Background: an optimization exercise with open tools, aiming at small area. Do not read the settings as production practice. Function was checked by simulation only, so behaviour that the tests miss may differ from the original. Power is estimated from default activity; no workload was simulated.

===== flow/run.sh =====
#!/bin/bash
set -e
export BUFFER_PORTS_ARGS="-buffer_cell sky130_fd_sc_hd__buf_1"
export CTS_ARGS="-sink_clustering_enable -repair_clock_nets -dont_use_dummy_load -buf_list sky130_fd_sc_hd__clkbuf_8 -sink_clustering_size 16 -sink_clustering_max_diameter 60"
bash standard.sh > standard.log 2>&1

===== standard.sh =====
#!/bin/bash
# synth_recipe.tcl (not shown) runs the flow's synth.tcl, then flattens the netlist and writes it again
# the make line also repeats each setting of config.mk as NAME=value (left out here)
make -C /OpenROAD-flow-scripts/flow DESIGN_CONFIG=/design/flow/config.mk WORK_HOME=/design/flow/orfs CLKGATE_MAP_FILE= SYNTH_SCRIPT=/design/flow/synth_recipe.tcl "${@:-finish}"

===== design.v =====
package mips_pkg;
  localparam int unsigned DATA_W = 32;
  localparam int unsigned ADDR_W = 5;
  typedef logic [ADDR_W-1:0] reg_addr_t;
  localparam reg_addr_t REG_ZERO = reg_addr_t'(0);
  localparam reg_addr_t REG_RA   = reg_addr_t'(31);
  function automatic logic addr_hit(input logic en, input reg_addr_t wr_addr, input reg_addr_t rd_addr);
    addr_hit = en && (wr_addr != REG_ZERO) && (wr_addr == rd_addr);
  endfunction
endpackage
import mips_pkg::*;
module rf_aoi222 (
  input  logic a0, b0, a1, b1, a2, b2,
  output logic y
);
  assign y = ~((a0 & b0) | (a1 & b1) | (a2 & b2));
endmodule
module rf_nand4 (
  input  logic a, b, c, d,
  output logic y
);
  assign y = ~(a & b & c & d);
endmodule
module rf_tail (
  input  logic n0, n1, a0, b0, a1, b1,
  output logic y
);
  assign y = ~(n0 & n1 & ~((a0 & b0) | (a1 & b1)));
endmodule
module rf_or3 (
  input  logic a, b, c,
  output logic y
);
  assign y = a | b | c;
endmodule
module regfile_read_port
#(
  parameter int unsigned DATA_W   = mips_pkg::DATA_W,
  parameter int unsigned NUM_REGS = 32
) (
  input  logic                             clk,
  input  logic                             reset,
  input  logic                             rd_en_i,
  input  logic [mips_pkg::ADDR_W-1:0]      rd_addr_i,
  input  logic [NUM_REGS-1:0][DATA_W-1:0]  regs_i,
  input  logic [NUM_REGS-1:0]              valid_i,
  output logic [DATA_W-1:0]                rd_data_o
);
  localparam int unsigned NUM_TERMS  = NUM_REGS;
  localparam int unsigned NUM_GROUPS = NUM_TERMS / 3;
  logic [DATA_W-1:0]                rd_data_d, rd_data_q;
  logic [NUM_TERMS-1:0]             sel;
  logic [NUM_TERMS-1:0][DATA_W-1:0] term;
  logic [NUM_GROUPS-1:0][DATA_W-1:0] grp_n;
  always_comb begin
    sel[0]  = !rd_en_i;
    term[0] = rd_data_q;
    for (int unsigned i = 1; i < NUM_TERMS; i++) begin
      sel[i]  = rd_en_i && valid_i[i] && (rd_addr_i == mips_pkg::ADDR_W'(i));
      term[i] = regs_i[i];
    end
  end
  for (genvar b = 0; b < DATA_W; b++) begin : g_bit
    for (genvar g = 0; g < NUM_GROUPS; g++) begin : g_grp
      if (3 * g + 2 < NUM_TERMS) begin : g_3
        rf_aoi222 u_aoi (
          .a0 (sel[3*g]),   .b0 (term[3*g][b]),
          .a1 (sel[3*g+1]), .b1 (term[3*g+1][b]),
          .a2 (sel[3*g+2]), .b2 (term[3*g+2][b]),
          .y  (grp_n[g][b])
        );
      end
    end
  end
  for (genvar b = 0; b < DATA_W; b++) begin : g_red
    logic p0, p1, p2;
    rf_nand4 u_p0 (.a(grp_n[0][b]), .b(grp_n[1][b]), .c(grp_n[2][b]),  .d(grp_n[3][b]), .y(p0));
    rf_nand4 u_p1 (.a(grp_n[4][b]), .b(grp_n[5][b]), .c(grp_n[6][b]),  .d(grp_n[7][b]), .y(p1));
    rf_tail  u_p2 (.n0(grp_n[8][b]), .n1(grp_n[9][b]),
                   .a0(sel[30]), .b0(term[30][b]), .a1(sel[31]), .b1(term[31][b]), .y(p2));
    rf_or3   u_or (.a(p0), .b(p1), .c(p2), .y(rd_data_d[b]));
  end
  always_ff @(posedge clk or posedge reset) begin
    if (reset) begin
      rd_data_q <= '0;
    end else begin
      rd_data_q <= rd_data_d;
    end
  end
  assign rd_data_o = rd_data_q;
endmodule
import mips_pkg::*;
module rf_ao22 (
  input  logic a0, b0, a1, b1,
  output logic y
);
  assign y = (a0 & b0) | (a1 & b1);
endmodule
module register_file
#(
  parameter int unsigned DATA_W   = mips_pkg::DATA_W,
  parameter int unsigned NUM_REGS = 32
) (
  input  logic              clk,
  input  logic              reset,
  input  logic              RegWrite,
  input  logic [mips_pkg::ADDR_W-1:0] Write_Register,
  input  logic [DATA_W-1:0] Write_Data,
  input  logic [mips_pkg::ADDR_W-1:0] Read_Register1,
  input  logic [mips_pkg::ADDR_W-1:0] Read_Register2,
  input  logic              ReadEn,
  output logic [DATA_W-1:0] Read_Data1,
  output logic [DATA_W-1:0] Read_Data2,
  output logic              Read_Valid
);
  logic [NUM_REGS-1:0][DATA_W-1:0] regs_q;
  logic [NUM_REGS-1:0][DATA_W-1:0] regs_d;
  logic [NUM_REGS-1:0]             we, hold;
  logic [NUM_REGS-1:0]             valid_q;
  logic                            rvalid_q;
  always_comb begin
    we   = '0;
    hold = '1;
    for (int unsigned i = 1; i < NUM_REGS; i++) begin
      we[i]   = RegWrite && (Write_Register == mips_pkg::ADDR_W'(i));
      hold[i] = !(RegWrite && (Write_Register == mips_pkg::ADDR_W'(i)));
    end
  end
  assign regs_q[0]  = '0;
  assign valid_q[0] = 1'b0;
  for (genvar g = 1; g < NUM_REGS; g++) begin : g_reg
    for (genvar b = 0; b < DATA_W; b++) begin : g_bit
      rf_ao22 u_next (
        .a0 (we[g]),   .b0 (Write_Data[b]),
        .a1 (hold[g]), .b1 (regs_q[g][b]),
        .y  (regs_d[g][b])
      );
    end
    always_ff @(posedge clk) begin
      regs_q[g] <= regs_d[g];
    end
    always_ff @(posedge clk or posedge reset) begin
      if (reset) begin
        valid_q[g] <= 1'b0;
      end else if (we[g]) begin
        valid_q[g] <= 1'b1;
      end
    end
  end
  always_ff @(posedge clk or posedge reset) begin
    if (reset) begin
      rvalid_q <= 1'b0;
    end else begin
      rvalid_q <= ReadEn;
    end
  end
  regfile_read_port #(
    .DATA_W   (DATA_W),
    .NUM_REGS (NUM_REGS)
  ) u_rd_port1 (
    .clk       (clk),
    .reset     (reset),
    .rd_en_i   (ReadEn),
    .rd_addr_i (Read_Register1),
    .regs_i    (regs_q),
    .valid_i   (valid_q),
    .rd_data_o (Read_Data1)
  );
  regfile_read_port #(
    .DATA_W   (DATA_W),
    .NUM_REGS (NUM_REGS)
  ) u_rd_port2 (
    .clk       (clk),
    .reset     (reset),
    .rd_en_i   (ReadEn),
    .rd_addr_i (Read_Register2),
    .regs_i    (regs_q),
    .valid_i   (valid_q),
    .rd_data_o (Read_Data2)
  );
  assign Read_Valid = rvalid_q;
endmodule

===== config.mk =====
export PLATFORM = sky130hd
export DESIGN_NAME = register_file
export DESIGN_NICKNAME = register_file
export VERILOG_FILES = /design/flow/design.v
export SDC_FILE = /design/flow/constraint.sdc
export NUM_CORES = 4
export LEC_CHECK = 0
export CAP_MARGIN = 10
export CORE_MARGIN = 2
export CORE_UTILIZATION = 45
export SLEW_MARGIN = 10
export SYNTH_HIERARCHICAL = 1

===== constraint.sdc =====
create_clock -name core_clock -period 5.0 [get_ports {clk}]
set_input_delay 1.0000 -clock core_clock [delete_from_list [all_inputs] [get_ports {clk}]]
set_output_delay 1.0000 -clock core_clock [all_outputs]
set_load 0.01 [all_outputs]

==> flow_summary_export.csv <==
group,metric,value,unit
pwr,total_power,0.0189,W
timing,tns,0,ns
synth,syn_nets,3339,
global_routing,met2_usage,60.4,%
global_routing,top_usage_layer,"met2",
floorplanning,die_w,306,um
routing,routedWlPerCell,43.7,um
timing,fmax,0.276,GHz
finish,nets,3633,
cts,clkSinkCount,1088,
global_routing,grt.overflow.total,0,
cts,tritoncts,"done",
pwr,ir_drop,213,uV
worst_setup_path,worstSetupStartpoint,"Read_Register2[0]",
routing,firstDrtPassIters,14,
global_routing,grt_pass1_vias,39200,
synth,postSynthAreaPerCell,12.4,um^2
timing,slew-limit-headroom,7.51,%
routing,drt_wl_total,208000,um
routing,post-route-drc-count,0,
synth,syn_inst,3288,
finish,area_delta_synth_final,10.4,%
worst_setup_path,crit_fanout,19,
timing,drv_slew,0,
pwr,p_leak,18.2,nW
cts,postCtsSetupBuffers,0,
job,maxCapViolations,0,
timing,hold_viol_final,0,
cts,cts-root-buf,"clkbuf_8",
finish,final_core_util,50.2,%
routing,drt_iter0_markers,10500,
floorplanning,start_util,45.5,%
placed_design,placed_cell_area,0.0439,mm^2
global_routing,grt_max_degree,33,
routing,drtAntennaViolNets,0,
timing,period_needed,3.63,ns
finish,design_area,0.0452,mm^2
global_routing,grt_usage,42.6,%
worst_setup_path,critPathRequiredTime,5.70,ns
synth,ys_warn_count,8,
floorplanning,pin_count,116,
placed_design,io_buffer_count,115,
cts,clockBufferDepth,3,
routing,num_vias,41200,
pwr,cellPowerDensity,418,mW/mm^2
worst_setup_path,r2r_start,"valid_q[28]",
timing,rsz0062_at_grt,"no",
timing,finalSetupViolCount,0,
floorplanning,rows,110,
global_routing,antenna_found_initial,32,
min_path,min_path_type,"in2async",
worst_setup_path,end_kind,"flip-flop",
global_routing,use_met3,14.6,%
floorplanning,coreArea,0.0900,mm^2
run_status,status,"no timing/DRC/antenna violations",
timing,hold_slack,0.207,ns
global_routing,grt_pass1_wl,290000,um
placed_design,dp_hpwl,123000,um
worst_setup_path,worstPathArrival,4.33,ns
timing,post-route-period-util,72.6,%
worst_setup_path,critPathLaunchType,"primary input",
worst_setup_path,path_class,"in2reg",
cts,holdBufCountCts,0,
finish,final_layout_size_suffix_gt1_share,8.74,%
timing,tightest_slew,1.39,ns
floorplanning,die_h,306,um
routing,vias_per_cell,8.64,
cts,cts_made_buffers,90,
cts,clkLatencyLatePin,0.79,ns
placed_design,gp_congestion,0.996,
synth,syn_area,0.0409,mm^2
cts,cts.repair.resized,0,
timing,clock_skew,0.0910,ns
finish,layout_common_cells,"992 x a22o_1, 992 x dfxtp_1, 640 x a222oi_1",
floorplanning,dieArea,0.0934,mm^2
cts,cts_htree_levels,3,
global_routing,met1_usage,53.2,%
cts,path_clk_slew,0.10,ns
## registers in the layout, indices dropped and copies added (netlist names)
| signal | cells |
|---|---|
| regs_q | 992 |
| rvalid_q | 1 |
| u_rd_port1.rd_data_q | 32 |
| u_rd_port2.rd_data_q | 32 |
| valid_q | 31 |
## power by group
part | total (W) | internal, W | switching, W | leakage (nW)
logic | 0.00242 | 0.00127 | 0.00115 | 8.11
clock network | 0.00452 | 0.00161 | 0.00291 | 0.647
registers | 0.0120 | 0.0104 | 0.00156 | 9.49
## critical path, cell delays in order
cell      delay (ns)
buf_1           0.20
nor2b_1         0.56
buf_4           0.25
and3_1          1.04
buf_4           0.41
a222oi_1        0.12
nand3_1         0.50
or3_1           0.21
## metrics by stage
stage          worst slack [ns]  cells
2_1_floorplan              1.39   3288
3_3_place_gp              0.849   4666
3_5_place_dp              0.839   4666
4_1_cts                    1.63   4756
5_1_grt                    1.49   4764
6_report                   1.37   4773
## per-layer routing
layer	share of wire, %	wire length, um	up-vias
met2	40	84300	4271
met4	9.2	19200	16
met1	34	71600	20200
li1	-	-	15800
met3	16	33200	1020
met5	0.052	108	-
## layout make-up
type / instances / area, um^2
fill: 7863 / 44800
sequential: 1088 / 22300
multi-input combinational: 2168 / 18800
tap: 1176 / 1470
timing repair buffer: 229 / 1330
clock buffer: 90 / 1240
antenna: 17 / 42.5
inverter: 5 / 18.8
## path summary, 6_finish.rpt
| path | cells past startpoint | slack, ns | endpoint |
|---|---|---|---|
| max in group asynchronous | 3 | 3.88 | u_rd_port2.rd_data_q[10] |
| worst max register to register | 5 | 1.94 | u_rd_port1.rd_data_q[26] |
| worst max-delay path | 8 | 1.37 | u_rd_port2.rd_data_q[16] |
| worst min register to register | 1 | 0.47 | valid_q[6] |
| worst min-delay path | 2 | 0.21 | u_rd_port2.rd_data_q[13] |
| min in group core_clock | 1 | 0.47 | valid_q[6] |

[port drivers added, routing unchanged]
The flow's constraints put no driver on any port. The routed layout listed below was extracted and timed again, unchanged, in two steps. Step 1 (the two cells are an assumption about what drives the block):
set clk [get_ports {clk}]
set_driving_cell -lib_cell sky130_fd_sc_hd__clkbuf_16 $clk
set_driving_cell -lib_cell sky130_fd_sc_hd__buf_2 [delete_from_list [all_inputs] $clk]
Step 2 times the ports against the registers' clock, not the clock port: input delays grow and output delays shrink by t, the midpoint of the rising clock arrivals with the driver on. a / b / c = ideal ports / drivers / drivers and shift; a / b = the first two.
t, ns: 0.833
setup WS [ns]: 1.371 / 1.370 / 0.537
worst hold slack (ns): 0.207 / 0.155 / 0.473
worst setup path at the end: input to register
After both steps this run still meets setup and hold. For this run, drivers alone change the setup slack by -0.001 ns; drivers and shift together by -0.834 ns.
